What follows belongs to an exercise in optimizing a design on an open flow for small area, a short achievable clock period and few clock cycles per item; a production flow would make more cautious choices. Function was checked by simulation only, so behaviour that the tests miss may differ from the original. Power figures rest on the tool's default switching activity, not on a simulated workload.

`flow/constraint.sdc`:
```
create_clock -name core_clock -period 10.0 [get_ports {clk_i}]
set_input_delay 2.0000 -clock core_clock [delete_from_list [all_inputs] [get_ports {clk_i}]]
set_output_delay 2.0000 -clock core_clock [all_outputs]
set_load 0.01 [all_outputs]
```
`flow/config.mk`:
```
export PLATFORM = sky130hd
export DESIGN_NAME = linear_probe_hash_table_core
export DESIGN_NICKNAME = linear_probe_hash_table_core
export VERILOG_FILES = /design/flow/design.v
export SDC_FILE = /design/flow/constraint.sdc
export NUM_CORES = 4
export LEC_CHECK = 0
export CAP_MARGIN = 20
export CORE_MARGIN = 2
export CORE_UTILIZATION = 60
export CTS_CLUSTER_DIAMETER = 80
export CTS_CLUSTER_SIZE = 30
export SLEW_MARGIN = 20
export SYNTH_MEMORY_MAX_BITS = 8192
```
`flow/standard.sh`:
```
#!/bin/bash
# synth_recipe.tcl (not shown) runs the flow's synth.tcl, then flattens the netlist and writes it again
# the make line also repeats each setting of config.mk as NAME=value (left out here)
make -C /OpenROAD-flow-scripts/flow DESIGN_CONFIG=/design/flow/config.mk WORK_HOME=/design/flow/orfs CLKGATE_MAP_FILE= SYNTH_SCRIPT=/design/flow/synth_recipe.tcl "${@:-finish}"
```
`flow/design.v`:
```
`default_nettype none
package lpht_pkg;
  localparam int unsigned KEY_W    = 31;
  localparam int unsigned PAY_W    = 32;
  localparam int unsigned SLOT_W   = 6;
  localparam int unsigned STATUS_W = 2;
  typedef enum logic {
    OP_INSERT = 1'b0,
    OP_LOOKUP = 1'b1
  } op_e;
  typedef enum logic [STATUS_W-1:0] {
    ST_INSERTED  = 2'd0,
    ST_FOUND     = 2'd1,
    ST_NOT_FOUND = 2'd2,
    ST_FULL      = 2'd3
  } status_e;
endpackage
`default_nettype wire
`default_nettype none
module lpht_mod_unit #(
  parameter int unsigned N = 64
) (
  input  logic [N-1:0]         req_i,
  input  logic [$clog2(N)-1:0] start_i,
  output logic [N-1:0]         gnt_o,
  output logic                 any_o
);
  localparam int unsigned LG = $clog2(N);
  logic [N-1:0] mask;    
  logic [N-1:0] hi;      
  logic [N-1:0] pre_hi [LG+1];
  logic [N-1:0] pre_all [LG+1];
  logic [N-1:0] before_hi, before_all;
  logic         any_hi;
  always_comb begin
    for (int i = 0; i < N; i++) begin
      mask[i] = (i >= start_i);
    end
  end
  assign hi = req_i & mask;
  assign pre_hi[0]  = hi;
  assign pre_all[0] = req_i;
  for (genvar l = 0; l < LG; l++) begin : g_lvl
    for (genvar i = 0; i < N; i++) begin : g_bit
      if (i >= (1 << l)) begin : g_or
        assign pre_hi[l+1][i]  = pre_hi[l][i]  | pre_hi[l][i-(1<<l)];
        assign pre_all[l+1][i] = pre_all[l][i] | pre_all[l][i-(1<<l)];
      end else begin : g_pass
        assign pre_hi[l+1][i]  = pre_hi[l][i];
        assign pre_all[l+1][i] = pre_all[l][i];
      end
    end
  end
  assign before_hi  = {pre_hi[LG][N-2:0], 1'b0};
  assign before_all = {pre_all[LG][N-2:0], 1'b0};
  assign any_hi     = pre_hi[LG][N-1];
  assign gnt_o = req_i & ~(before_hi | (~mask & ({N{any_hi}} | before_all)));
  assign any_o = pre_all[LG][N-1];
endmodule
`default_nettype wire
`default_nettype none
module lpht_seq #(
  parameter int unsigned TABLE_SIZE = 64,
  parameter int unsigned CAP        = 4
) (
  input  logic                          clk_i,
  input  logic                          rst_ni,
  input  logic                          in_valid_i,
  output logic                          in_ready_o,
  output logic                          acc_o,
  input  logic                          res_valid_i,
  input  logic                          res_lookup_i,
  input  logic                          res_any_i,
  input  logic [TABLE_SIZE-1:0]         res_hit_i,
  output logic [TABLE_SIZE-1:0]         rd_sel_o,
  input  logic [lpht_pkg::PAY_W-1:0]    rd_payload_i,
  output logic                          out_valid_o,
  input  logic                          out_ready_i,
  output logic [lpht_pkg::STATUS_W-1:0] out_status_o,
  output logic [lpht_pkg::SLOT_W-1:0]   out_slot_o,
  output logic [lpht_pkg::PAY_W-1:0]    out_found_payload_o
);
  localparam int unsigned IDX_W = $clog2(TABLE_SIZE);
  localparam int unsigned QD    = CAP - 1;           
  localparam int unsigned CW    = $clog2(CAP + 1);
  localparam int unsigned EW    = lpht_pkg::STATUS_W + lpht_pkg::SLOT_W;
  localparam int unsigned OW    = EW + lpht_pkg::PAY_W;
  logic          rdy_q;
  logic [CW-1:0] cnt_q, cnt_d;
  logic          take, o_free;
  assign in_ready_o = rdy_q;
  assign acc_o      = in_valid_i & rdy_q;
  assign take       = out_valid_o & out_ready_i;
  assign o_free     = !out_valid_o | out_ready_i;
  always_comb begin
    cnt_d = cnt_q;
    if (acc_o && !take) cnt_d = cnt_q + 1'b1;
    if (!acc_o && take) cnt_d = cnt_q - 1'b1;
  end
  always_ff @(posedge clk_i or negedge rst_ni) begin
    if (!rst_ni) begin
      cnt_q <= '0;
      rdy_q <= 1'b0;
    end else begin
      cnt_q <= cnt_d;
      rdy_q <= (cnt_d < CW'(CAP));
    end
  end
  logic [TABLE_SIZE-1:0]         hit;
  logic                          found;
  logic [IDX_W-1:0]              enc;
  logic [lpht_pkg::STATUS_W-1:0] r_status;
  logic [EW-1:0]                 r_ent;
  assign hit   = res_hit_i & {TABLE_SIZE{res_lookup_i}};
  assign found = |hit;
  always_comb begin
    enc = '0;
    for (int i = 0; i < TABLE_SIZE; i++) begin
      if (res_hit_i[i]) enc = enc | IDX_W'(i);
    end
  end
  always_comb begin
    if (!res_lookup_i) begin
      r_status = res_any_i ? lpht_pkg::ST_INSERTED : lpht_pkg::ST_FULL;
    end else begin
      r_status = found ? lpht_pkg::ST_FOUND : lpht_pkg::ST_NOT_FOUND;
    end
  end
  assign r_ent = {r_status, lpht_pkg::SLOT_W'(enc)};
  logic [EW-1:0]   q_mem [QD];
  logic [QD-1:0]   q_vld;
  logic            q_empty, push, pop;
  logic [EW-1:0]   src;
  logic            src_valid;
  logic            head_found;
  logic [TABLE_SIZE-1:0] head_sel;
  assign q_empty   = !q_vld[0];
  assign src       = q_empty ? r_ent : q_mem[0];
  assign src_valid = !q_empty | res_valid_i;
  assign pop       = !q_empty & o_free;
  assign push      = res_valid_i & !(q_empty & o_free);
  assign head_found = (q_mem[0][EW-1:lpht_pkg::SLOT_W] == lpht_pkg::ST_FOUND);
  always_comb begin
    for (int i = 0; i < TABLE_SIZE; i++) begin
      head_sel[i] = head_found & (q_mem[0][lpht_pkg::SLOT_W-1:0] == lpht_pkg::SLOT_W'(i));
    end
  end
  assign rd_sel_o = q_empty ? hit : head_sel;
  always_ff @(posedge clk_i or negedge rst_ni) begin
    if (!rst_ni) begin
      q_vld <= '0;
    end else begin
      for (int k = 0; k < QD; k++) begin
        if (pop) begin
          q_vld[k] <= ((k + 1 < QD) ? q_vld[(k + 1) % QD] : 1'b0) |
                      (push & q_vld[k]);
        end else begin
          q_vld[k] <= q_vld[k] | (push & ((k == 0) ? 1'b1 : q_vld[(k + QD - 1) % QD]));
        end
      end
    end
  end
  always_ff @(posedge clk_i) begin
    for (int k = 0; k < QD; k++) begin
      if (pop) begin
        if (push && q_vld[k] && !((k + 1 < QD) && q_vld[(k + 1) % QD])) begin
          q_mem[k] <= r_ent;
        end else if (k + 1 < QD) begin
          q_mem[k] <= q_mem[(k + 1) % QD];
        end
      end else if (push && !q_vld[k] && ((k == 0) || q_vld[(k + QD - 1) % QD])) begin
        q_mem[k] <= r_ent;
      end
    end
  end
  logic          ov_q;
  logic [OW-1:0] o_d, o_q, o_copy_q;
  assign o_d = o_free ? {src, rd_payload_i} : o_copy_q;
  always_ff @(posedge clk_i or negedge rst_ni) begin
    if (!rst_ni) begin
      ov_q <= 1'b0;
    end else if (o_free) begin
      ov_q <= src_valid;
    end
  end
  always_ff @(posedge clk_i) begin
    o_q <= o_d;
    if (o_free && src_valid) begin
      o_copy_q <= {src, rd_payload_i};
    end
  end
  assign out_valid_o         = ov_q;
  assign out_status_o        = o_q[OW-1:OW-lpht_pkg::STATUS_W];
  assign out_slot_o          = o_q[lpht_pkg::PAY_W+lpht_pkg::SLOT_W-1:lpht_pkg::PAY_W];
  assign out_found_payload_o = o_q[lpht_pkg::PAY_W-1:0];
endmodule
`default_nettype wire
`default_nettype none
module lpht_datapath #(
  parameter int unsigned TABLE_SIZE = 64
) (
  input  logic                          clk_i,
  input  logic                          rst_ni,
  input  logic                          acc_i,
  input  logic                          in_operation_i,
  input  logic [lpht_pkg::KEY_W-1:0]    in_key_i,
  input  logic [lpht_pkg::PAY_W-1:0]    in_payload_i,
  output logic                          res_valid_o,
  output logic                          res_lookup_o,
  output logic                          res_any_o,
  output logic [TABLE_SIZE-1:0]         res_hit_o,
  input  logic [TABLE_SIZE-1:0]         rd_sel_i,
  output logic [lpht_pkg::PAY_W-1:0]    rd_payload_o
);
  localparam int unsigned IDX_W = $clog2(TABLE_SIZE);
  logic [TABLE_SIZE-1:0]      used_q;
  logic [lpht_pkg::KEY_W-1:0] key_q [TABLE_SIZE];
  logic [lpht_pkg::PAY_W-1:0] pay_q [TABLE_SIZE];
  logic                       req_valid_q;
  logic                       req_op_q;
  logic [lpht_pkg::KEY_W-1:0] req_key_q;
  logic [lpht_pkg::PAY_W-1:0] req_pay_q;
  logic [TABLE_SIZE-1:0]      req_stop_q;
  logic                       req_same_q;    
  logic [TABLE_SIZE-1:0] stop_in;
  for (genvar i = 0; i < TABLE_SIZE; i++) begin : g_cmp
    assign stop_in[i] = !used_q[i] | (in_operation_i & (key_q[i] == in_key_i));
  end
  always_ff @(posedge clk_i or negedge rst_ni) begin
    if (!rst_ni) begin
      req_valid_q <= 1'b0;
    end else begin
      req_valid_q <= acc_i;
    end
  end
  always_ff @(posedge clk_i) begin
    req_op_q   <= in_operation_i | !acc_i;
    req_key_q  <= in_key_i;
    req_pay_q  <= in_payload_i;
    req_stop_q <= stop_in;
    req_same_q <= (in_key_i == req_key_q);
  end
  logic [TABLE_SIZE-1:0] stop, gnt, hit;
  logic                  any, ins;
  logic [TABLE_SIZE-1:0] hit_q;
  assign stop = (req_stop_q & ~hit_q) | (hit_q & {TABLE_SIZE{req_op_q & req_same_q}});
  lpht_mod_unit #(
    .N (TABLE_SIZE)
  ) u_find (
    .req_i   (stop),
    .start_i (req_key_q[IDX_W-1:0]),
    .gnt_o   (gnt),
    .any_o   (any)
  );
  assign ins = (req_op_q == lpht_pkg::OP_INSERT);
  assign hit = gnt & (used_q | {TABLE_SIZE{ins}});
  for (genvar i = 0; i < TABLE_SIZE; i++) begin : g_slot
    always_ff @(posedge clk_i) begin
      if (!used_q[i]) begin
        key_q[i] <= req_key_q;
        pay_q[i] <= req_pay_q;
      end
    end
  end
  always_ff @(posedge clk_i or negedge rst_ni) begin
    if (!rst_ni) begin
      used_q      <= '0;
      res_valid_o <= 1'b0;
      hit_q       <= '0;
    end else begin
      used_q      <= used_q | (gnt & {TABLE_SIZE{ins}});
      res_valid_o <= req_valid_q;
      hit_q       <= hit;
    end
  end
  always_ff @(posedge clk_i) begin
    res_lookup_o <= req_op_q;
    res_any_o    <= any;
  end
  assign res_hit_o = hit_q;
  always_comb begin
    rd_payload_o = '0;
    for (int i = 0; i < TABLE_SIZE; i++) begin
      if (rd_sel_i[i]) rd_payload_o = rd_payload_o | pay_q[i];
    end
  end
endmodule
`default_nettype wire
`default_nettype none
module linear_probe_hash_table_core #(
  parameter int unsigned TABLE_SIZE = 64
) (
  input  logic       clk_i,
  input  logic       rst_ni,
  input  logic                          in_valid_i,
  output logic                          in_ready_o,
  input  logic                          in_operation_i,
  input  logic [lpht_pkg::KEY_W-1:0]    in_key_i,
  input  logic [lpht_pkg::PAY_W-1:0]    in_payload_i,
  output logic                          out_valid_o,
  input  logic                          out_ready_i,
  output logic [lpht_pkg::STATUS_W-1:0] out_status_o,
  output logic [lpht_pkg::SLOT_W-1:0]   out_slot_o,
  output logic [lpht_pkg::PAY_W-1:0]    out_found_payload_o
);
  logic                       acc;
  logic                       res_valid;
  logic                       res_lookup;
  logic                       res_any;
  logic [TABLE_SIZE-1:0]      res_hit;
  logic [TABLE_SIZE-1:0]      rd_sel;
  logic [lpht_pkg::PAY_W-1:0] rd_payload;
  lpht_seq #(
    .TABLE_SIZE (TABLE_SIZE)
  ) u_seq (
    .clk_i               (clk_i),
    .rst_ni              (rst_ni),
    .in_valid_i          (in_valid_i),
    .in_ready_o          (in_ready_o),
    .acc_o               (acc),
    .res_valid_i         (res_valid),
    .res_lookup_i        (res_lookup),
    .res_any_i           (res_any),
    .res_hit_i           (res_hit),
    .rd_sel_o            (rd_sel),
    .rd_payload_i        (rd_payload),
    .out_valid_o         (out_valid_o),
    .out_ready_i         (out_ready_i),
    .out_status_o        (out_status_o),
    .out_slot_o          (out_slot_o),
    .out_found_payload_o (out_found_payload_o)
  );
  lpht_datapath #(
    .TABLE_SIZE (TABLE_SIZE)
  ) u_dp (
    .clk_i          (clk_i),
    .rst_ni         (rst_ni),
    .acc_i          (acc),
    .in_operation_i (in_operation_i),
    .in_key_i       (in_key_i),
    .in_payload_i   (in_payload_i),
    .res_valid_o    (res_valid),
    .res_lookup_o   (res_lookup),
    .res_any_o      (res_any),
    .res_hit_o      (res_hit),
    .rd_sel_i       (rd_sel),
    .rd_payload_o   (rd_payload)
  );
endmodule
`default_nettype wire
```
`flow/flow/run.sh`:
```
#!/bin/bash
# The standard layout, with timing repair aimed well below the clock period:
# the target period leaves several nanoseconds of slack, which repair would
# otherwise not use. The SDC and everything else are the standard flow's own.
set -euo pipefail
bash standard.sh SETUP_SLACK_MARGIN=6.4 finish > std_flow.log 2>&1
```
==> summary.txt, run 1 <==
Outcome
  • Outcome: timing/DRC/antenna clean

Global route
  • GRT met1 Usage: slightly above 60%
  • GR Layer Usage met3: a little under 10%
  • Pin count of the biggest net entering global routing: 65
  • Number of antenna violations at the first check in global routing: 49
  • Tot GR Track Use: 45.1%
  • Vias in the first global route: around 98000
  • Global route hottest layer: met2
  • Global route overflow: 0
  • Met2 Use GR: between 60% and 70%
  • Global-route wire length before repair: about 900000 um

Yosys
  • Syn_nets: around 10000
  • Number of synthesized flops with an enable pin: between 4000 and 5000
  • Distinct cells, synth: 95
  • Async SR Flop Fraction: about 3.1%
  • Sequential area share after synthesis: between 70 and 80%
  • Seq cells post-synth: around 4400
  • Syn Inst Count: 9939
  • Post-synth top flop: edfxtp_1
  • Synth Area per Inst: 17.2 sq um
  • Mapped Area: around 170000 sq um
  • Synth warnings: 8

STA
  • # setup viols final: 0
  • Fmax achieved: ~270 MHz
  • Setup WS post-layout: 6.36 ns
  • Max Slew Vio Count: 0
  • RSZ-0062 raised after global routing: yes
  • Setup TNS: 0 ns
  • Post-layout min period: between 3 and 4 ns
  • Clock Skew: roughly 0.064 ns
  • Final Cycle Share: around 36%
  • Slew at the pin closest to its max-slew limit: about 1.3 ns
  • Hold Vio Cnt, Final: 0
  • Rel. slew slack: about an eighth

Finish
  • Layout cell share with drive strength beyond 1: under 10%
  • Final-layout fill cell count: ~20000
  • Syn-to-layout area delta: 8.13%
  • Final Util: between 60 and 70%
  • Nets: slightly above 10000

Floorplan
  • Die area: 290000 sq um
  • I/O Pins: between 100 and 150
  • Total core area: around 280000 sq um
  • Initial Util: between 60% and 70%
  • Die span in y: 538 um
  • Die X: between 500 and 600 um
  • Row count: between 150 and 200

Clock tree
  • Clk Tree Root Cell: clkbuf_16
  • H-tree depth: 4
  • CTS Sinks: about 4400
  • Post-CTS Hold Fix Bufs: 0
  • TritonCTS Buffers: about 190
  • Clock Tree Buf Depth: 4
  • Clock-pin slew on the worst setup and hold paths: 0.11 ns
  • Clock Latency Late Sink: approximately 0.99 ns
  • CTS tree: built

Setup path
  • Setup CP Type: in -> reg
  • CP required: 10.84 ns
  • Worst setup EP type: register
  • Worst Setup Start Kind: input port
  • Data arrival, critical path: approximately 4.5 ns
  • Critical-path maximum fanout: 25

Min path
  • Worst min-delay path category: reg -> reg

Detailed routing
  • Post-route ant nets: 0
  • 1st-pass router iterations: 6
  • Per-cell routed wire length: 47.6 um
  • Via count: approximately 110k
  • Via density: ~7.6
  • Post-route DRC: 0
  • DR iter-0 viols: 22800
  • Final WL: around 660000 um

Place
  • IO Port Bufs: roughly 110
  • Placer Congestion: 0.975
  • DP HPWL: between 300000 and 400000 um
  • Setup slack at placement: about 4.9 ns

Flow run
  • Max Cap Viol: 0

Pwr
  • VDD IR max: 0.000183 V
  • Power Dens Cells: approximately 220 nW/um^2
  • Static leakage: 64.0 nW
cell type report:
| type | instances | area (sq um) | area share, % |
|---|---|---|---|
| Clock inverter | 74 | 955 | 0.515 |
| Inverter | 103 | 549 | 0.297 |
| Antenna cell | 14 | 35.0 | 0.0189 |
| Timing Repair Buffer | 420 | 4040 | 2.18 |
| Tap cell | 3762 | 4710 | 2.54 |
| Clock buffer | 264 | 5160 | 2.78 |
| Multi-Input combinational cell | 4921 | 39700 | 21.5 |
| Sequential cell | 4405 | 130000 | 70.2 |
power breakdown:
part | switching [mW] | internal [mW] | leakage, nW
Clock | 5.89 | 4.06 | 2.94
Combinational | 4.46 | 1.49 | 15.2
Sequential | 1.28 | 23.3 | 45.9
worst paths after layout:
path                                  start                  end  slack, ns  depth (start not counted)
setup / recovery               in_key_i[23]  u_dp.req_stop_q[10]       6.36                          6
hold / removal             u_dp.req_valid_q     u_dp.res_valid_o       0.36                          0
setup reg to reg             u_seq.q_vld[0]        u_seq.o_q[31]       6.37                         11
hold reg to reg            u_dp.req_valid_q     u_dp.res_valid_o       0.36                          0
max in group asynchronous            rst_ni       u_dp.hit_q[19]       7.81                          2
min in group asynchronous            rst_ni          u_seq.rdy_q       0.92                          1
critical path, cell delays in order:
cell	delay [ns]
buf_6	0.25
buf_4	0.76
xnor2_1	0.23
nand4_1	0.14
or4_1	0.66
o21ai_0	0.36
cells in the final DEF, fill, tap and decap left out, drive strengths merged, types with 24 or more instances in the layout:
cell type         n
nor4            300
edfxtp         4096
clkdlybuf4s50    34
nand2b           30
nor2b            32
inv             129
clkbuf          267
dlygate4sd2      34
or4              99
dfxtp           171
a22o            579
nor2            113
xnor2           929
xor2           1070
dfrtp           138
a221oi          522
a21oi            71
o31ai            24
nor3             39
a31oi            35
mux2             71
o21ai           123
nand4           460
nand3            49
clkinv           30
buf             344
nand2            73
flip-flops by register name, summed over array words and instances, names as in the netlist, 3 cells and up:
name             count
u_dp.pay_q        2048
u_dp.key_q        1984
u_dp.hit_q          64
u_dp.req_stop_q     64
u_dp.used_q         64
u_seq.o_copy_q      40
u_seq.o_q           40
u_dp.req_pay_q      32
u_dp.req_key_q      31
u_seq.q_mem         24
u_seq.cnt_q          3
u_seq.q_vld          3
what timing repair did:
item,CTS,global route
gates cloned,1,1
hold endpoints to repair,0,0
pin swaps,7,20
buffers inserted,24,14
endpoints found under the setup margin,289,142
resized for setup,204,98
stage by stage:
stage                     hold slack (ns)  area, sq um  total power [mW]  cells
after floorplan                     0.331       172000              27.4   9939
after global placement              0.333       178000              30.4  13600
after detailed placement            0.336       178000              30.6  13600
after CTS                           0.360       185000              40.1  13900
after global routing                0.392       185000              41.2  14000
final                               0.362       185000              40.5  14000
per-layer routing:
metal  routed length (um)  part of all wire (%)
met2               297000                    45
met1               225000                    34
met4                47900                   7.2
met5                  224                 0.034
met3                94900                    14
logic make-up after synthesis:
logic type / after synthesis / share of synthesized area, %
flops: 4405 / 75.8
xor+xnor: 1999 / 10.2
compound gates: 1544 / 7.44
simple gates: 1291 / 4.54
buf+inv: 613 / 1.40
mux: 83 / 0.554
fa+ha+maj: 4 / 0.0292
synth_stat cells (9+ instances only):
cell,number,area share [%]
o21ai_0,120,0.35
and2_1,19,0.069
and4_1,9,0.046
nor4_1,298,1.1
nand3_1,49,0.14
a21oi_1,71,0.21
nor3_1,37,0.11
mux2i_1,10,0.058
a31oi_1,35,0.13
o41ai_1,16,0.082
buf_2,24,0.070
edfxtp_1,4096,72
xor2_1,1070,5.5
buf_1,122,0.27
a2111oi_0,14,0.072
nand2b_1,30,0.11
dfrtp_1,138,2.0
clkbuf_1,352,0.77
xnor2_1,929,4.8
nor2_1,112,0.25
and3_1,19,0.069
a21o_1,15,0.066
a22o_1,579,3.0
inv_1,103,0.23
or4_1,96,0.42
mux2_2,70,0.46
o31ai_1,24,0.11
nand4_1,460,1.7
nand2_1,72,0.16
a211oi_1,16,0.070
a221oi_1,522,2.7
or2_2,16,0.058
dfxtp_1,171,2.0
nor2b_1,32,0.12
Testbench counts, summed over its fixed seeds: cycles 2,592, ops 2,560.
==> run 2: changes to the inputs <==
--- a/flow/config.mk
+++ b/flow/config.mk
@@ -7,7 +7,7 @@
 export LEC_CHECK = 0
 export CAP_MARGIN = 20
 export CORE_MARGIN = 2
-export CORE_UTILIZATION = 60
+export CORE_UTILIZATION = 50
 export CTS_CLUSTER_DIAMETER = 80
 export CTS_CLUSTER_SIZE = 30
 export SLEW_MARGIN = 20
==> summary.txt, run 2 <==
Setup path
  • Worst Setup Start Kind: register
  • Critical-path maximum fanout: 32
  • CP required: 10.90 ns
  • Setup CP Type: reg -> reg
  • CP max stage cell: buf_4
  • Cell breakdown of the critical path: or3b_2 > nor2_1 > a22o_2 > buf_4 > a221oi_1 > nand4_1 > or4_4 > mux2_2
  • Worst R2R Start: u_seq.q_mem[0][3]
  • CP startpoint: u_seq.q_mem[0][3]
  • Worst setup EP type: register
  • Data arrival, critical path: approximately 4.6 ns
  • Critical path's largest stage delay: approximately 0.87 ns

Yosys
  • Mapped Area: between 150000 and 200000 sq um
  • Top cells by count, synth: edfxtp_1, xor2_1, xnor2_1, a22o_1, a221oi_1
  • Post-synth top flop: edfxtp_1
  • Syn Inst Count: ~9900
  • Sequential area share after synthesis: roughly 76%
  • Synth Area per Inst: about 17 sq um
  • Top-count cell post-synth: edfxtp_1
  • Async SR Flop Fraction: 3.13%
  • Post-synth top area share: 71.8%
  • Seq cells post-synth: about 4400
  • Number of synthesized flops with an enable pin: around 4000
  • Syn_nets: between 10000 and 15000
  • Cell taking the most area after synthesis: edfxtp_1
  • Synth top area cells: edfxtp_1, xor2_1, xnor2_1
  • Distinct cells, synth: 95
  • Synth warnings: 8

Place
  • DP HPWL: around 360000 um
  • Setup slack at placement: around 5 ns
  • Placer Congestion: just under 1
  • IO Port Bufs: 109

Pwr
  • VDD IR max: 0.000185 V
  • Power Dens Cells: between 200 and 250 nW/um^2
  • Static leakage: approximately 64 nW

Finish
  • Nets: approximately 10000
  • Most frequent cells in the layout: edfxtp_1, xor2_1, xnor2_1, a22o_1, a221oi_1
  • Syn-to-layout area delta: 8.90%
  • Most flops, register: u_dp.pay_q
  • Largest register FFs: just over 2000
  • Layout cell share with drive strength beyond 1: slightly above 10%
  • Leading cell type in the layout, fill and taps excluded: edfxtp_1
  • Largest regs: u_dp.pay_q: 2048 flops, u_dp.key_q: 1984 flops
  • Final-layout fill cell count: around 27000

STA
  • Slew at the pin closest to its max-slew limit: roughly 1.3 ns
  • Hold Vio Cnt, Final: 0
  • Setup TNS: 0 ns
  • Setup WS post-layout: approximately 6.3 ns
  • Post-layout min period: about 3.7 ns
  • Clock Skew: roughly 0.064 ns
  • Rel. slew slack: roughly 14%
  • Final Cycle Share: 37.1%
  • Fmax achieved: approximately 270 MHz
  • # setup viols final: 0
  • RSZ-0062 raised after global routing: yes
  • Max Slew Vio Count: 0

Detailed routing
  • Via count: around 100k
  • DR iter-0 viols: 21000
  • Post-route DRC: 0
  • Via density: roughly 7
  • Final WL: about 680000 um
  • Post-route ant nets: 0
  • Per-cell routed wire length: between 40 and 50 um
  • 1st-pass router iterations: 8

Floorplan
  • Initial Util: about half
  • Die span in y: between 500 and 600 um
  • I/O Pins: 110
  • Total core area: 340000 sq um
  • Die area: about 350000 sq um
  • Row count: approximately 210
  • Die X: slightly below 600 um

Clock tree
  • Clk Tree Root Cell: clkbuf_16
  • TritonCTS Buffers: between 150 and 200
  • Clock Tree Buf Depth: 4
  • CTS tree: built
  • H-tree depth: 4
  • Post-CTS Hold Fix Bufs: 0
  • Clock Latency Late Sink: 1.00 ns
  • Clock-pin slew on the worst setup and hold paths: 0.11 ns
  • CTS Sinks: between 4000 and 5000

Global route
  • Global route overflow: 0
  • Pin count of the biggest net entering global routing: 65
  • Number of antenna violations at the first check in global routing: 55
  • Global-route wire length before repair: 898000 um
  • Vias in the first global route: between 90000 and 100k
  • Tot GR Track Use: around two fifths

Min path
  • Worst min-delay path category: reg -> reg
  • Hold path start: u_dp.req_valid_q

Outcome
  • Outcome: timing/DRC/antenna clean

Flow run
  • Max Cap Viol: 0
-- run 2: cell counts after synthesis --
Identical to the previous run, type by type.
-- run 2: cells by family (layout without fill, tap and decap cells) --
| family | after synthesis | count (layout) | synth area share, % |
|---|---|---|---|
| adder cells (fa/ha/maj) | 4 | 4 | 0.0292 |
| multiplexers | 83 | 83 | 0.554 |
| XOR/XNOR | 1999 | 1999 | 10.2 |
| AO/OA/AOI/OAI | 1544 | 1544 | 7.44 |
| buffers and inverters | 613 | 894 | 1.40 |
| other | 0 | 15 | 0 |
| flip-flops | 4405 | 4405 | 75.8 |
| AND/OR/NAND/NOR | 1291 | 1291 | 4.54 |
-- run 2: area by class of cell --
| type | instances | area (sq um) | share of cell area, % |
|---|---|---|---|
| Antenna cell | 15 | 37.5 | 0.0201 |
| Clock buffer | 265 | 5220 | 2.80 |
| Clock inverter | 89 | 1200 | 0.641 |
| Inverter | 103 | 557 | 0.298 |
| Multi-Input combinational cell | 4921 | 39600 | 21.2 |
| Sequential cell | 4405 | 130000 | 69.7 |
| Tap cell | 4536 | 5680 | 3.04 |
| Timing Repair Buffer | 437 | 4180 | 2.24 |
-- run 2: per-layer routing --
layer | vias up | track usage [%] | share of wire [%] | wire (um)
li1 | 39400 | - | - | -
met1 | 55000 | 51.4 | 36 | 243000
met2 | 8651 | 61.4 | 46 | 314000
met3 | 1887 | 7.43 | 12 | 84500
met4 | 26 | 19.2 | 6.2 | 42300
met5 | - | 0 | 0.031 | 209
-- run 2: worst max-delay path: cells and delay by family (launching register included) --
kind	cells	cell delay, ns
AND/OR/NAND/NOR	4	1.58
buffers and inverters	1	0.87
multiplexers	1	0.19
AO/OA/AOI/OAI	2	0.45
flip-flops	1	0.53
-- run 2: per-stage QoR --
stage                     cell area, sq um  total power [mW]  std cells  utilization (%)  hold slack [ns]
after CTS                           186000              40.5      14700             54.7            0.358
after global routing                187000              41.6      14800             54.8            0.373
after floorplan                     172000              27.4       9939                -            0.331
after detailed placement            179000              30.7      14400             52.5            0.336
final                               187000              40.8      14800             54.8            0.354
after global placement              179000              30.5      14400             52.5            0.334
-- run 2: timing repair --
item                       CTS  global route
setup buffers               32            15
cloned                       1             1
hold endpoints to repair     0             0
setup endpoints to repair  253           147
resized for setup          208            78
pin swaps                   10            10
-- run 2: worst paths after layout --
| kind | endpoint | slack, ns | cells past startpoint |
|---|---|---|---|
| setup / recovery | u_seq.o_q[19] | 6.29 | 8 |
| hold / removal | u_dp.res_valid_o | 0.35 | 0 |
| setup reg to reg | u_seq.o_q[19] | 6.29 | 8 |
| hold reg to reg | u_dp.res_valid_o | 0.35 | 0 |
| max in group asynchronous | u_dp.used_q[34] | 7.05 | 3 |
| min in group asynchronous | u_seq.q_vld[2] | 0.99 | 1 |
-- run 2: power breakdown --
part / switching [mW] / internal, mW / leakage [nW] / total [mW]
combinational: 4.44 / 1.50 / 15.2 / 5.94
clock: 6.18 / 4.09 / 3.08 / 10.3
sequential: 1.27 / 23.3 / 45.9 / 24.6
==> run 3: changes to the inputs <==
--- a/flow/config.mk
+++ b/flow/config.mk
@@ -7,8 +7,8 @@
 export LEC_CHECK = 0
 export CAP_MARGIN = 20
 export CORE_MARGIN = 2
-export CORE_UTILIZATION = 50
+export CORE_UTILIZATION = 60
 export CTS_CLUSTER_DIAMETER = 80
 export CTS_CLUSTER_SIZE = 30
-export SLEW_MARGIN = 20
+export SLEW_MARGIN = 60
 export SYNTH_MEMORY_MAX_BITS = 8192
==> summary.txt, run 3 <==
Finish
  • Most flops, register: u_dp.pay_q
  • Largest register FFs: between 2000 and 2500
  • Leading cell type in the layout, fill and taps excluded: edfxtp_1
  • Layout cell share with drive strength beyond 1: 11.2%
  • Fin area: roughly 190000 sq um
  • Largest regs: u_dp.pay_q: 2048 flops, u_dp.key_q: 1984 flops
  • Non-Filler Instances: between 10000 and 15000
  • Nets: roughly 10000
  • Most frequent cells in the layout: edfxtp_1, xor2_1, xnor2_1, a221oi_1, a22o_1
  • Final-layout fill cell count: between 15000 and 20000
  • Syn-to-layout area delta: 10.4%
  • Final Util: between 60% and 70%

Pwr
  • Total power: slightly above 40 mW
  • Power Dens Cells: between 200 and 250 nW/um^2
  • Static leakage: 65.7 nW
  • VDD IR max: around 0.00022 V

Yosys
  • Async SR Flop Fraction: under 10%
  • Syn Inst Count: between 9000 and 10000
  • Top-count cell post-synth: edfxtp_1
  • Number of synthesized flops with an enable pin: 4096
  • Distinct cells, synth: 95
  • Mapped Area: about 170000 sq um
  • Seq cells post-synth: 4405
  • Sequential area share after synthesis: 75.8%
  • Post-synth top area share: between 70% and 80%
  • Top cells by count, synth: edfxtp_1, xor2_1, xnor2_1, a22o_1, a221oi_1
  • Syn_nets: 10000
  • Synth top area cells: edfxtp_1, xor2_1, xnor2_1
  • Cell taking the most area after synthesis: edfxtp_1
  • Post-synth top flop: edfxtp_1
  • Synth warnings: 8
  • Synth Area per Inst: ~17 sq um

STA
  • Final Cycle Share: ~36%
  • Rel. slew slack: a little over half
  • Setup TNS: 0 ns
  • Fmax achieved: 274 MHz
  • Clock Skew: roughly 0.077 ns
  • RSZ-0062 raised after global routing: yes
  • Slew at the pin closest to its max-slew limit: 0.703 ns
  • # setup viols final: 0
  • Max Slew Vio Count: 0
  • Hold Vio Cnt, Final: 0
  • Post-layout min period: approximately 3.6 ns

Global route
  • Global-route wire length before repair: approximately 900000 um
  • Global route overflow: 0
  • Pin count of the biggest net entering global routing: 65
  • Tot GR Track Use: between 40% and 50%
  • Number of antenna violations at the first check in global routing: 36
  • Vias in the first global route: 98100

Outcome
  • Outcome: timing/DRC/antenna clean

Clock tree
  • Clock-pin slew on the worst setup and hold paths: 0.11 ns
  • CTS tree: built
  • Clk Tree Root Cell: clkbuf_16
  • H-tree depth: 4
  • Clock Latency Late Sink: slightly below 1 ns
  • CTS Sinks: 4405
  • Post-CTS Hold Fix Bufs: 0
  • TritonCTS Buffers: between 150 and 200
  • Clock Tree Buf Depth: 4

Setup path
  • Worst setup EP type: register
  • R2R setup slack: ~6.4 ns
  • CP required: 10.83 ns
  • Data arrival, critical path: between 4 and 5 ns
  • Setup CP Type: reg -> reg
  • Critical-path maximum fanout: 16
  • Worst Setup Start Kind: register

Floorplan
  • Initial Util: roughly 60%
  • Die area: between 200000 and 300000 sq um
  • I/O Pins: 110
  • Row count: a little under 200
  • Die X: approximately 540 um
  • Die span in y: roughly 540 um
  • Total core area: 284000 sq um

Place
  • Placer Congestion: roughly 0.97
  • Placement Cell Area: approximately 180000 sq um
  • IO Port Bufs: between 100 and 150
  • DP HPWL: 368000 um
  • Dpl cells: between 10000 and 15000

Detailed routing
  • Post-route DRC: 0
  • Post-route ant nets: 0
  • Via density: 7.53
  • Final WL: around 670000 um
  • DR iter-0 viols: between 20000 and 25000
  • 1st-pass router iterations: 8
  • Via count: roughly 110k
  • Per-cell routed wire length: roughly 47 um

Flow run
  • Max Cap Viol: 0

Min path
  • Worst min-delay path category: reg -> reg
-- run 3: final cells by class --
class	instances	area (sq um)	area share, %
Clock inverter	67	852	0.450
Tap cell	3762	4710	2.49
Sequential cell	4405	130000	68.8
Clock buffer	274	5240	2.77
Timing Repair Buffer	551	7650	4.04
Multi-Input combinational cell	4921	39800	21.0
Inverter	103	762	0.403
Antenna cell	15	37.5	0.0198
-- run 3: final timing paths --
check,from,to,depth (start not counted)
worst max-delay path,u_seq.q_mem[0][5],u_seq.o_q[26],9
worst min-delay path,u_dp.req_valid_q,u_dp.res_valid_o,0
min in group asynchronous,rst_ni,u_seq.cnt_q[2],1
worst max register to register,u_seq.q_mem[0][5],u_seq.o_q[26],9
worst min register to register,u_dp.req_valid_q,u_dp.res_valid_o,0
max in group asynchronous,rst_ni,u_dp.hit_q[31],2
-- run 3: worst max-delay path, stage by stage (launching register included) --
cell      delay, ns
edfxtp_1       0.51
and4b_2        0.44
a22o_4         0.38
buf_6          0.26
buf_12         0.22
a22o_1         0.20
a221oi_1       0.30
nand4_1        0.19
or4_1          0.61
mux2_2         0.36
-- run 3: stage by stage --
stage	hold WS, ns	setup slack (ns)
finish	0.361	6.35
global route	0.380	6.33
CTS	0.361	6.40
detailed placement	0.336	5.14
global placement	0.333	5.03
floorplan	0.331	6.40
-- run 3: repair_timing --
action,4_1_cts,5_1_grt
buffers inserted,35,14
gates resized for setup,140,51
pin swaps,17,9
endpoints found under the setup margin,228,80
cloned,3,1
-- run 3: kinds of logic (layout without fill, tap and decap cells) --
kind of cell | after synthesis | in the layout | share of synthesized area (%)
compound gates | 1544 | 1544 | 7.44
xor+xnor | 1999 | 1999 | 10.2
fa+ha+maj | 4 | 4 | 0.0292
buf+inv | 613 | 995 | 1.40
flops | 4405 | 4405 | 75.8
mux | 83 | 83 | 0.554
other cells | 0 | 15 | 0
simple gates | 1291 | 1291 | 4.54
-- run 3: power breakdown --
part / internal, mW / leakage (nW) / switching, mW
logic: 1.71 / 16.9 / 4.63
registers: 23.3 / 45.9 / 1.21
clock network: 3.99 / 2.91 / 5.89
total: 29.0 / 65.7 / 11.7
-- run 3: per-layer routing --
layer  track usage, %  up-vias  share of wire (%)
li1                 -    39700                  -
met1             60.3    54300                 34
met2             69.2     9874                 45
met3             10.7     2248                 14
met4             25.1       16                7.3
met5                0        -              0.022
==> run 4: changes to the inputs <==
==> flow/flow/run.sh (replaced) <==
#!/bin/bash
# The standard layout, with timing repair aimed well below the clock period:
# the target period leaves several nanoseconds of slack, which repair would
# otherwise not use. The SDC and everything else are the standard flow's own.
set -euo pipefail
bash standard.sh SETUP_SLACK_MARGIN=6.7 finish > std_flow.log 2>&1
--- a/flow/config.mk
+++ b/flow/config.mk
@@ -10,5 +10,5 @@
 export CORE_UTILIZATION = 60
 export CTS_CLUSTER_DIAMETER = 80
 export CTS_CLUSTER_SIZE = 30
-export SLEW_MARGIN = 60
+export SLEW_MARGIN = 20
 export SYNTH_MEMORY_MAX_BITS = 8192
==> summary.txt, run 4 <==
Min path
  • Worst min-delay path category: reg -> reg
  • Worst Hold Depth: 0
  • Hold path start: u_dp.req_valid_q
  • Min-Delay Endpoint: u_dp.res_valid_o

Setup path
  • Cell breakdown of the critical path: buf_6
  • R2R setup slack: 6.58 ns
  • CP max stage cell: dfxtp_4
  • Critical-path maximum fanout: 1
  • Critical path's largest stage delay: ~0.41 ns
  • Worst setup EP type: output pin
  • Reg2reg end: u_seq.o_q[25]
  • Critical path's top delay family: flip-flops
  • Data arrival, critical path: approximately 1.5 ns
  • Buffers & Inverters on Critical Path: 1
  • CP required: 8.00 ns
  • Setup CP Type: reg -> out
  • Worst R2R Start: u_seq.q_vld[0]
  • FF-to-FF path depth: 10
  • Worst Setup Start Kind: register

Clock tree
  • Clk Tree Root Cell: clkbuf_16
  • CTS tree: built
  • Clock-pin slew on the worst setup and hold paths: 0.11 ns
  • H-tree depth: 4
  • Post-CTS Hold Fix Bufs: 0
  • TritonCTS Buffers: approximately 190
  • Clock Tree Buf Depth: 4
  • Clock Latency Late Sink: just under 1 ns
  • CTS Sinks: ~4400

Floorplan
  • Die area: approximately 290000 sq um
  • I/O Pins: 110
  • Row count: 196
  • Die span in y: 538 um
  • Die X: around 540 um
  • Initial Util: 60.2%
  • Total core area: roughly 280000 sq um

Detailed routing
  • Via density: about 7.5
  • Per-cell routed wire length: about 48 um
  • Via count: ~110k
  • Post-route ant nets: 0
  • Post-route DRC: 0
  • DR iter-0 viols: 21000
  • 1st-pass router iterations: 7
  • Final WL: 676000 um

Finish
  • Leading cell type in the layout, fill and taps excluded: edfxtp_1
  • Non-Filler Instances: 14100
  • Nets: a little over 10000
  • Largest regs: u_dp.pay_q: 2048 flops, u_dp.key_q: 1984 flops
  • Most frequent cells in the layout: edfxtp_1, xor2_1, xnor2_1, a22o_1, nand4_1
  • Most flops, register: u_dp.pay_q
  • Largest register FFs: about 2000
  • Final-layout fill cell count: about 19000
  • Syn-to-layout area delta: 10.0%
  • Fin area: between 150000 and 200000 sq um
  • Layout cell share with drive strength beyond 1: ~13%

Place
  • Dpl cells: roughly 14000
  • IO Port Bufs: about 110
  • Setup slack at placement: around 5.1 ns
  • Placement Cell Area: ~180000 sq um
  • Placer Congestion: roughly 0.97
  • DP HPWL: 355000 um

STA
  • Rel. slew slack: 12.6%
  • Hold Vio Cnt, Final: 0
  • Setup WS post-layout: between 6 and 7 ns
  • Setup TNS: 0 ns
  • RSZ-0062 raised after global routing: yes
  • Slew at the pin closest to its max-slew limit: 1.31 ns
  • Clock Skew: around 0.052 ns
  • Max Slew Vio Count: 0
  • Final Cycle Share: 34.9%
  • Post-layout min period: ~3.5 ns
  • # setup viols final: 0
  • Fmax achieved: 286 MHz

Yosys
  • Synth Area per Inst: around 17 sq um
  • Synth warnings: 8
  • Post-synthesis mux area share: 0.554%
  • Mapped Area: 171000 sq um
  • Seq cells post-synth: approximately 4400
  • Simple-gate share of the synthesized area: 4.54%
  • Sequential area share after synthesis: roughly 76%
  • Post-synth top area share: a little over 70%
  • Cell taking the most area after synthesis: edfxtp_1
  • Xor/xnor share of the synthesized area: between 10% and 20%
  • Async SR Flop Fraction: about 3.1%
  • Post-synth top flop: edfxtp_1
  • Synth Area in Adders: 0.0292%
  • Top cells by count, synth: edfxtp_1, xor2_1, xnor2_1, a22o_1, a221oi_1
  • Top-count cell post-synth: edfxtp_1
  • Compound-cell area share of the yosys netlist: under 10%
  • Distinct cells, synth: between 90 and 100
  • Syn Inst Count: about 9900
  • Largest family of logic cells by synthesized area: XOR/XNOR gates
  • Number of synthesized flops with an enable pin: roughly 4000
  • Synth top area cells: edfxtp_1, xor2_1, xnor2_1
  • Syn_nets: around 10000

Pwr
  • Power Dens Cells: ~220 nW/um^2
  • Sequential power share: 60.2%
  • VDD IR max: between 0.0002 and 0.00025 V
  • NetSw: approximately 12 mW
  • Pint: a little under 30 mW
  • Combinational power share: 15.2%
  • Sw Ratio: between 20 and 30%
  • Clk pwr share: between 20% and 30%
  • Static leakage: between 60 and 70 nW
  • Total power: 40.9 mW

Global route
  • Number of antenna violations at the first check in global routing: between 40 and 50
  • Vias in the first global route: between 90000 and 100k
  • Global route overflow: 0
  • Tot GR Track Use: a little under half
  • Pin count of the biggest net entering global routing: between 60 and 70
  • Global-route wire length before repair: just under 900000 um

Outcome
  • Outcome: timing/DRC/antenna clean

Flow run
  • Max Cap Viol: 0
-- run 4: changes by cell type in the layout (fill, tap and decap cells not counted), moves of 24 or more --
cell,change
buf_8,-95
inv_4,+52
buf_4,+171
a221oi_1,-58
buf_16,-31
dfxtp_4,-25
buf_6,-24
dfxtp_2,+39
dlygate4sd2_1,-34
a221oi_2,+58
-- run 4: layer usage --
metal	track usage, %	vias up	wire length, um
li1	-	39700	-
met1	59.9	54500	226000
met2	69.7	9834	299000
met3	11.1	2406	96100
met4	27.5	22	54500
met5	0	-	142
-- run 4: metrics by stage --
stage	utilization (%)	hold WS, ns
6_report	66.3	0.370
5_1_grt	66.2	0.386
4_1_cts	65.5	0.368
3_5_place_dp	62.5	0.344
3_3_place_gp	62.5	0.334
2_1_floorplan	-	0.331
-- run 4: kinds of logic after synthesis --
kind of cell / count (synthesis)
DFF: 4405
xor gates and xnor gates: 1999
AOI/OAI and AO/OA: 1544
and+or+nand+nor: 1291
buffers and inverters: 613
muxes: 83
adders and majority gates: 4
-- run 4: layout make-up --
type | count | area (sq um) | share of cell area (%)
Sequential cell | 4405 | 130000 | 69.0
Multi-Input combinational cell | 4926 | 40500 | 21.5
Timing Repair Buffer | 554 | 6270 | 3.33
Clock buffer | 269 | 5280 | 2.80
Tap cell | 3762 | 4710 | 2.50
Clock inverter | 76 | 987 | 0.524
Inverter | 103 | 553 | 0.293
Antenna cell | 25 | 62.6 | 0.0332
-- run 4: worst max-delay path by stage --
stage	from	slack, ns	cells after the start	to
finish	u_seq.o_q[3]	6.51	1	out_found_payload_o[3]
global route	u_seq.rdy_q	6.48	1	in_ready_o
CTS	u_seq.rdy_q	6.49	1	in_ready_o
detailed placement	u_dp.req_key_q[5]	5.09	10	u_dp.hit_q[29]
global placement	in_key_i[16]	5.14	7	u_dp.req_stop_q[31]
floorplan	in_key_i[13]	6.68	8	u_dp.req_stop_q[28]
-- run 4: worst reg2reg max path, cell delays in order, from the launching register on --
cell and delay [ns]:
dfrtp_4 0.56, nand3b_1 0.18, buf_4 0.14, nor2_1 0.15, a22o_4 0.32, buf_12 0.20
a22o_1 0.37, a221oi_1 0.34, nand4_1 0.18, or4_4 0.58, mux2_2 0.29
-- run 4: power by group through the flow --
stage	Clock, mW	Combinational (mW)	Sequential (mW)
detailed placement	0	5.69	25.0
CTS	9.96	5.83	24.5
global placement	0	5.64	24.8
global route	10.6	6.22	24.8
floorplan	0	2.91	24.6
finish	10.0	6.22	24.6
-- run 4: what timing repair did --
item                       CTS  global route
gates resized for setup    560           257
buffers inserted            87            68
gates cloned                 9             7
pin swaps                   43            61
setup endpoints to repair  319           234
==> run 5: changes to the inputs <==
==> flow/flow/run.sh (replaced) <==
#!/bin/bash
# The standard layout, with timing repair aimed well below the clock period:
# the target period leaves several nanoseconds of slack, which repair would
# otherwise not use. The SDC and everything else are the standard flow's own.
set -euo pipefail
bash standard.sh SETUP_SLACK_MARGIN=6.55 finish > std_flow.log 2>&1
==> summary.txt, run 5 <==
Finish
  • Most frequent cells in the layout: edfxtp_1, xor2_1, xnor2_1, a22o_1, a221oi_1
  • Fin area: 187000 sq um
  • Multi-input gate area: ~40000 sq um
  • Largest regs: u_dp.pay_q: 2048 flops, u_dp.key_q: 1984 flops
  • Largest register FFs: approximately 2000
  • Leading cell type in the layout, fill and taps excluded: edfxtp_1
  • Most flops, register: u_dp.pay_q
  • Nets: a little over 10000
  • Layout cell share with drive strength beyond 1: between 10 and 15%
  • FF+latch area: 130000 sq um
  • Final-layout fill cell count: ~20000
  • Syn-to-layout area delta: 8.97%
  • Final Util: about two thirds

Clock tree
  • Clock Latency Late Sink: a little under 1 ns
  • Clk Tree Root Cell: clkbuf_16
  • Clock Tree Buf Depth: 4
  • Clock-pin slew on the worst setup and hold paths: around 0.11 ns
  • Post-CTS Hold Fix Bufs: 0
  • H-tree depth: 4
  • TritonCTS Buffers: roughly 190
  • CTS Sinks: approximately 4400
  • CTS tree: built

Yosys
  • Top cells by count, synth: edfxtp_1, xor2_1, xnor2_1, a22o_1, a221oi_1
  • Post-synth top flop: edfxtp_1
  • Distinct cells, synth: 95
  • Synth top area cells: edfxtp_1, xor2_1, xnor2_1
  • Sequential area share after synthesis: approximately three quarters
  • Synth Area per Inst: between 15 and 20 sq um
  • Async SR Flop Fraction: around 3.1%
  • Mapped Area: roughly 170000 sq um
  • Cell taking the most area after synthesis: edfxtp_1
  • Seq cells post-synth: 4405
  • Top-count cell post-synth: edfxtp_1
  • Syn_nets: roughly 10000
  • Number of synthesized flops with an enable pin: slightly above 4000
  • Synth warnings: 8
  • Post-synth top area share: between 70% and 80%
  • Syn Inst Count: a little under 10000

STA
  • Final Cycle Share: 35.5%
  • Fmax achieved: about 280 MHz
  • Max Slew Vio Count: 0
  • Slew at the pin closest to its max-slew limit: 1.28 ns
  • Post-layout min period: between 3 and 4 ns
  • Hold Vio Cnt, Final: 0
  • RSZ-0062 raised after global routing: yes
  • Clock Skew: about 0.048 ns
  • Rel. slew slack: around 15%
  • # setup viols final: 0
  • Setup TNS: 0 ns

Floorplan
  • Total core area: approximately 280000 sq um
  • Die area: between 200000 and 300000 sq um
  • Die span in y: 538 um
  • Die X: between 500 and 600 um
  • I/O Pins: 110
  • Row count: 196
  • Initial Util: approximately 60%

Setup path
  • Worst setup EP type: register
  • Reg2reg end: u_seq.o_q[36]
  • Critical-path maximum fanout: 7
  • CP required: roughly 11 ns
  • Worst Setup Start Kind: register
  • Setup CP Type: reg -> reg
  • Worst R2R Start: u_dp.hit_q[30]
  • Data arrival, critical path: 4.40 ns
  • R2R setup slack: between 6 and 7 ns
  • FF-to-FF path depth: 7

Detailed routing
  • DR iter-0 viols: 21900
  • Post-route DRC: 0
  • Post-route ant nets: 0
  • Routed wl met3: 98400 um
  • Per-cell routed wire length: ~48 um
  • Via density: 7.56
  • Final WL: roughly 670000 um
  • Highest routed layer: met5
  • M1 WL: 226000 um
  • 1st-pass router iterations: 9
  • Met2 wire length: between 200000 and 300000 um
  • Via count: between 100k and 150k

Outcome
  • Outcome: timing/DRC/antenna clean

Place
  • DP HPWL: approximately 360000 um
  • Placement Cell Area: between 150000 and 200000 sq um
  • IO Port Bufs: roughly 110
  • Placer Congestion: between 0.9 and 1

Flow run
  • Max Cap Viol: 0

Global route
  • Global-route wire length before repair: 883000 um
  • Pin count of the biggest net entering global routing: between 60 and 70
  • Vias in the first global route: roughly 100000
  • Number of antenna violations at the first check in global routing: 54
  • Tot GR Track Use: approximately 46%
  • Global route overflow: 0

Min path
  • Hold path start: u_dp.req_valid_q
  • Min-Delay Endpoint: u_dp.res_valid_o
  • Worst Hold Depth: 0
  • Worst min-delay path category: reg -> reg

Pwr
  • VDD IR max: roughly 0.00024 V
  • Power Dens Cells: roughly 220 nW/um^2
  • Static leakage: 64.7 nW
-- run 5: cell counts after synthesis --
Identical to the previous run, type by type.
-- run 5: kinds of logic after synthesis --
family	count (synthesis)	share of synthesized area (%)
flops	4405	75.8
buf+inv	613	1.40
mux	83	0.554
simple gates	1291	4.54
compound gates	1544	7.44
fa+ha+maj	4	0.0292
xor+xnor	1999	10.2
-- run 5: final cells by class --
cell class / instances / area share, %
Sequential cell: 4405 / 69.7
Multi-Input combinational cell: 4924 / 21.4
Timing Repair Buffer: 503 / 2.75
Inverter: 103 / 0.296
Tap cell: 3762 / 2.52
Clock inverter: 67 / 0.457
Antenna cell: 17 / 0.0228
Clock buffer: 277 / 2.83
-- run 5: critical path, stage by stage, from the launching register on --
cell and delay [ns]:
dfrtp_1 0.59, or2_2 0.42, nor3_4 0.33, nand2_1 0.33, nand4b_1 0.35, or4_1 0.74, mux2_2 0.39, mux2_2 0.27
-- run 5: power by group --
part	total, mW	internal [mW]	switching, mW	leakage (nW)
registers	24.6	23.3	1.28	45.9
logic	6.14	1.56	4.58	15.9
clock network	9.95	3.98	5.97	2.93
total	40.7	28.8	11.8	64.7
-- run 5: worst max path at each step --
stage	to	from	slack (ns)	depth (start not counted)
after global routing	u_seq.o_q[28]	u_seq.q_vld[0]	6.47	9
after detailed placement	u_dp.hit_q[29]	u_dp.req_op_q	4.81	12
after floorplan	u_seq.q_mem[0][0]	out_ready_i	6.54	4
final	u_seq.o_q[36]	u_dp.hit_q[30]	6.45	7
after CTS	in_ready_o	u_seq.rdy_q	6.47	1
after global placement	u_dp.used_q[43]	u_dp.req_op_q	4.62	11
-- run 5: stage by stage --
step / total power [mW] / setup slack [ns] / hold WS [ns] / cells
global placement: 30.5 / 4.62 / 0.342 / 13600
CTS: 40.2 / 6.47 / 0.360 / 14000
finish: 40.7 / 6.45 / 0.356 / 14100
floorplan: 27.5 / 6.54 / 0.331 / 9939
global route: 41.3 / 6.47 / 0.369 / 14000
detailed placement: 30.6 / 4.81 / 0.335 / 13600
-- run 5: what timing repair did --
| item | in CTS | in global routing |
|---|---|---|
| buffers inserted | 54 | 45 |
| pin swaps | 26 | 30 |
| cloned | 8 | 4 |
| hold endpoints to repair | 0 | 0 |
| resized for setup | 453 | 191 |
| setup endpoints to repair | 337 | 211 |
-- run 5: routing by layer --
layer | vias to the layer above | track usage (%)
met5 | - | 0
met4 | 32 | 26.6
met3 | 2294 | 11.2
met2 | 10100 | 69.2
met1 | 54300 | 60.6
li1 | 39600 | -
==> run 6: changes to the inputs <==
==> flow/flow/run.sh (replaced) <==
#!/bin/bash
set -euo pipefail
bash standard.sh SETUP_SLACK_MARGIN=6.7 \
  "CTS_ARGS=-sink_clustering_enable -repair_clock_nets -sink_clustering_size 30 -sink_clustering_max_diameter 80 -dont_use_dummy_load" \
  finish > std_flow.log 2>&1
==> summary.txt, run 6 <==
Detailed routing
  • Post-route DRC: 0
  • 1st-pass router iterations: 6
  • Via count: around 110k
  • Final WL: roughly 680000 um
  • Post-route ant nets: 0
  • DR iter-0 viols: about 21000
  • Per-cell routed wire length: roughly 48 um
  • Via density: between 7 and 8

Setup path
  • Critical-path maximum fanout: 1
  • CP required: about 8.0 ns
  • FF-to-FF path depth: 10
  • Reg2reg end: u_seq.o_q[25]
  • Critical path's top delay family: flip-flops
  • Cell breakdown of the critical path: buf_6
  • R2R setup slack: around 6.6 ns
  • Worst Setup Start Kind: register
  • Critical path's largest stage delay: roughly 0.4 ns
  • CP max stage cell: dfxtp_4
  • Setup CP Type: reg -> out
  • Buffers & Inverters on Critical Path: 1
  • Worst setup EP type: output pin
  • Data arrival, critical path: about 1.5 ns
  • Worst R2R Start: u_seq.q_vld[0]

Yosys
  • Seq cells post-synth: around 4400
  • Syn Inst Count: 9939
  • Top cells by count, synth: edfxtp_1, xor2_1, xnor2_1, a22o_1, a221oi_1
  • Cell taking the most area after synthesis: edfxtp_1
  • Number of synthesized flops with an enable pin: around 4100
  • Async SR Flop Fraction: ~3.1%
  • Synth top area cells: edfxtp_1, xor2_1, xnor2_1
  • Mapped Area: approximately 170000 sq um
  • Post-synth top area share: between 70% and 80%
  • Synth Area per Inst: 17.2 sq um
  • Syn_nets: 10000
  • Top-count cell post-synth: edfxtp_1
  • Post-synth top flop: edfxtp_1
  • Distinct cells, synth: between 90 and 100
  • Synth warnings: 8
  • Sequential area share after synthesis: between 70% and 80%

Pwr
  • Static leakage: 64.8 nW
  • VDD IR max: roughly 0.00021 V
  • Total power: approximately 40 mW
  • Power Dens Cells: 212 nW/um^2

Finish
  • Leading cell type in the layout, fill and taps excluded: edfxtp_1
  • Final-layout fill cell count: between 15000 and 20000
  • Final Util: about 66%
  • Syn-to-layout area delta: 9.29%
  • Layout cell share with drive strength beyond 1: 12.3%
  • Nets: 10300
  • Most flops, register: u_dp.pay_q
  • Non-Filler Instances: between 10000 and 15000
  • Largest register FFs: just over 2000
  • Largest regs: u_dp.pay_q: 2048 flops, u_dp.key_q: 1984 flops
  • Most frequent cells in the layout: edfxtp_1, xor2_1, xnor2_1, a22o_1, a221oi_1

STA
  • Max Slew Vio Count: 0
  • Hold Vio Cnt, Final: 0
  • Setup TNS: 0 ns
  • Final Cycle Share: between 30% and 40%
  • Post-layout min period: 3.50 ns
  • Fmax achieved: 286 MHz
  • # setup viols final: 0
  • Slew at the pin closest to its max-slew limit: between 1 and 1.5 ns
  • Clock Skew: about 0.11 ns
  • RSZ-0062 raised after global routing: yes
  • Rel. slew slack: 12.4%
  • Setup WS post-layout: 6.50 ns

Global route
  • Tot GR Track Use: between 40% and 50%
  • Global-route wire length before repair: a little under 900000 um
  • Pin count of the biggest net entering global routing: 65
  • Number of antenna violations at the first check in global routing: 44
  • Global route overflow: 0
  • Vias in the first global route: around 100000

Clock tree
  • TritonCTS Buffers: roughly 190
  • Clock Latency Late Sink: around 0.97 ns
  • Clock Tree Buf Depth: 4
  • CTS tree: built
  • Clock-pin slew on the worst setup and hold paths: 0.12 ns
  • CTS Sinks: roughly 4400
  • H-tree depth: 4
  • Post-CTS Hold Fix Bufs: 0
  • Clk Tree Root Cell: clkbuf_16

Min path
  • Worst Hold Depth: 0
  • Hold path start: u_dp.req_valid_q
  • Min-Delay Endpoint: u_dp.res_valid_o
  • Worst min-delay path category: reg -> reg

Place
  • DP HPWL: between 300000 and 400000 um
  • Dpl cells: 13600
  • IO Port Bufs: about 110
  • Setup slack at placement: ~5.1 ns
  • Placer Congestion: slightly below 1

Floorplan
  • Total core area: 284000 sq um
  • I/O Pins: 110
  • Die span in y: around 540 um
  • Die X: between 500 and 600 um
  • Die area: about 290000 sq um
  • Initial Util: around 60%
  • Row count: around 200

Outcome
  • Outcome: timing/DRC/antenna clean

Flow run
  • Max Cap Viol: 0
[run 6: changes by cell type in the layout (fill, tap and decap cells not counted), sizes merged]
cell / before / now
a22o: 579 / 580
and2: 21 / 23
and4: 11 / 9
buf: 458 / 511
bufinv: 5 / 0
clkbuf: 285 / 205
clkinv: 27 / 1
clkinvlp: 9 / 0
diode: 17 / 30
inv: 129 / 102
nand2b: 31 / 30
or2: 20 / 21
or4: 99 / 100
[run 6: cells by family after synthesis]
logic type | share of synthesized area [%]
AOI/OAI and AO/OA | 7.44
xor gates and xnor gates | 10.2
muxes | 0.554
buffers and inverters | 1.40
and+or+nand+nor | 4.54
DFF | 75.8
adders and majority gates | 0.0292
[run 6: layer usage]
| layer | vias up | global-route usage, % | share of wire (%) |
|---|---|---|---|
| met3 | 2422 | 10.6 | 14 |
| met1 | 54900 | 59.9 | 34 |
| met4 | 24 | 28.2 | 8.0 |
| li1 | 39600 | - | - |
| met2 | 9971 | 69.5 | 44 |
| met5 | - | 0 | 0.025 |
[run 6: layout make-up]
type,instances,area [sq um],share of cell area (%)
flip-flops and latches,4405,130000,69.5
multi-input cells,4926,40600,21.7
repair buffers,564,6480,3.46
clock buffers,189,4730,2.53
well taps,3762,4710,2.51
inverters,103,553,0.295
diodes,30,75.1,0.0401
[run 6: repair_timing]
item / 4_1_cts / 5_1_grt
gates resized for setup: 565 / 285
gates cloned: 8 / 11
endpoints found under the hold margin: 0 / 0
setup endpoints to repair: 319 / 238
setup buffers: 87 / 77
pin swaps: 40 / 63
[run 6: how the worst max path moves through the flow]
stage / start / to / depth (start not counted)
3_3_place_gp: in_key_i[16] / u_dp.req_stop_q[31] / 7
6_report: u_seq.o_q[27] / out_found_payload_o[27] / 1
3_5_place_dp: u_dp.req_key_q[5] / u_dp.hit_q[29] / 10
2_1_floorplan: in_key_i[13] / u_dp.req_stop_q[28] / 8
4_1_cts: u_seq.rdy_q / in_ready_o / 1
5_1_grt: u_seq.rdy_q / in_ready_o / 1
[run 6: report_power, final]
| part | leakage (nW) | switching, mW | total (mW) | internal [mW] |
|---|---|---|---|---|
| sequential | 45.9 | 1.31 | 24.6 | 23.3 |
| combinational | 16.6 | 4.59 | 6.24 | 1.65 |
| clock | 2.33 | 5.51 | 8.91 | 3.40 |
| total | 64.8 | 11.4 | 39.8 | 28.4 |
[run 6: through the flow]
| step | hold slack, ns | area [sq um] |
|---|---|---|
| after global placement | 0.334 | 178000 |
| after global routing | 0.384 | 187000 |
| final | 0.366 | 187000 |
| after CTS | 0.366 | 185000 |
| after detailed placement | 0.344 | 178000 |
| after floorplan | 0.331 | 173000 |

[afterwards: timing with drivers on the ports]
How much do the figures lean on ideal ports? The routed layouts below were timed once more, with nothing changed but the port constraints. Step 1: set_driving_cell puts a clkbuf_16 on clk_i and a buf_2 on each other input, an assumption about the parent block. Step 2, shift: input delay + t, output delay - t, t = (earliest + latest rising clock arrival at the registers) / 2. This alone moves slack from input paths to output paths. a / b / c = ideal ports / drivers / drivers and shift; a / b = the first two.
| run | shift t [ns] | setup WS [ns] | worst setup path at the end | latest minus earliest clock arrival (ns) | slew at the worst register clock pin (ns) |
|---|---|---|---|---|---|
| run 1 | 1.066 | 6.363 / 6.304 / 5.371 | input to register | 0.072 / 0.073 | 0.12 / 0.12 |
| run 2 | 1.072 | 6.294 / 6.294 / 5.363 | input to register | 0.076 / 0.076 | 0.12 / 0.12 |
| run 3 | 1.055 | 6.354 / 6.313 / 5.390 | input to register | 0.091 / 0.090 | 0.12 / 0.12 |
| run 4 | 1.074 | 6.508 / 6.382 / 5.620 | input to register | 0.058 / 0.059 | 0.12 / 0.12 |
| run 5 | 1.059 | 6.450 / 6.378 / 5.463 | input to register | 0.047 / 0.048 | 0.12 / 0.12 |
| run 6 | 1.032 | 6.505 / 6.398 / 5.646 | input to register | 0.114 / 0.114 | 0.12 / 0.12 |
After both steps setup and hold are still met in every run listed. For run 1, which loses most, drivers alone change the setup slack by -0.059 ns; drivers and shift together by -0.992 ns.
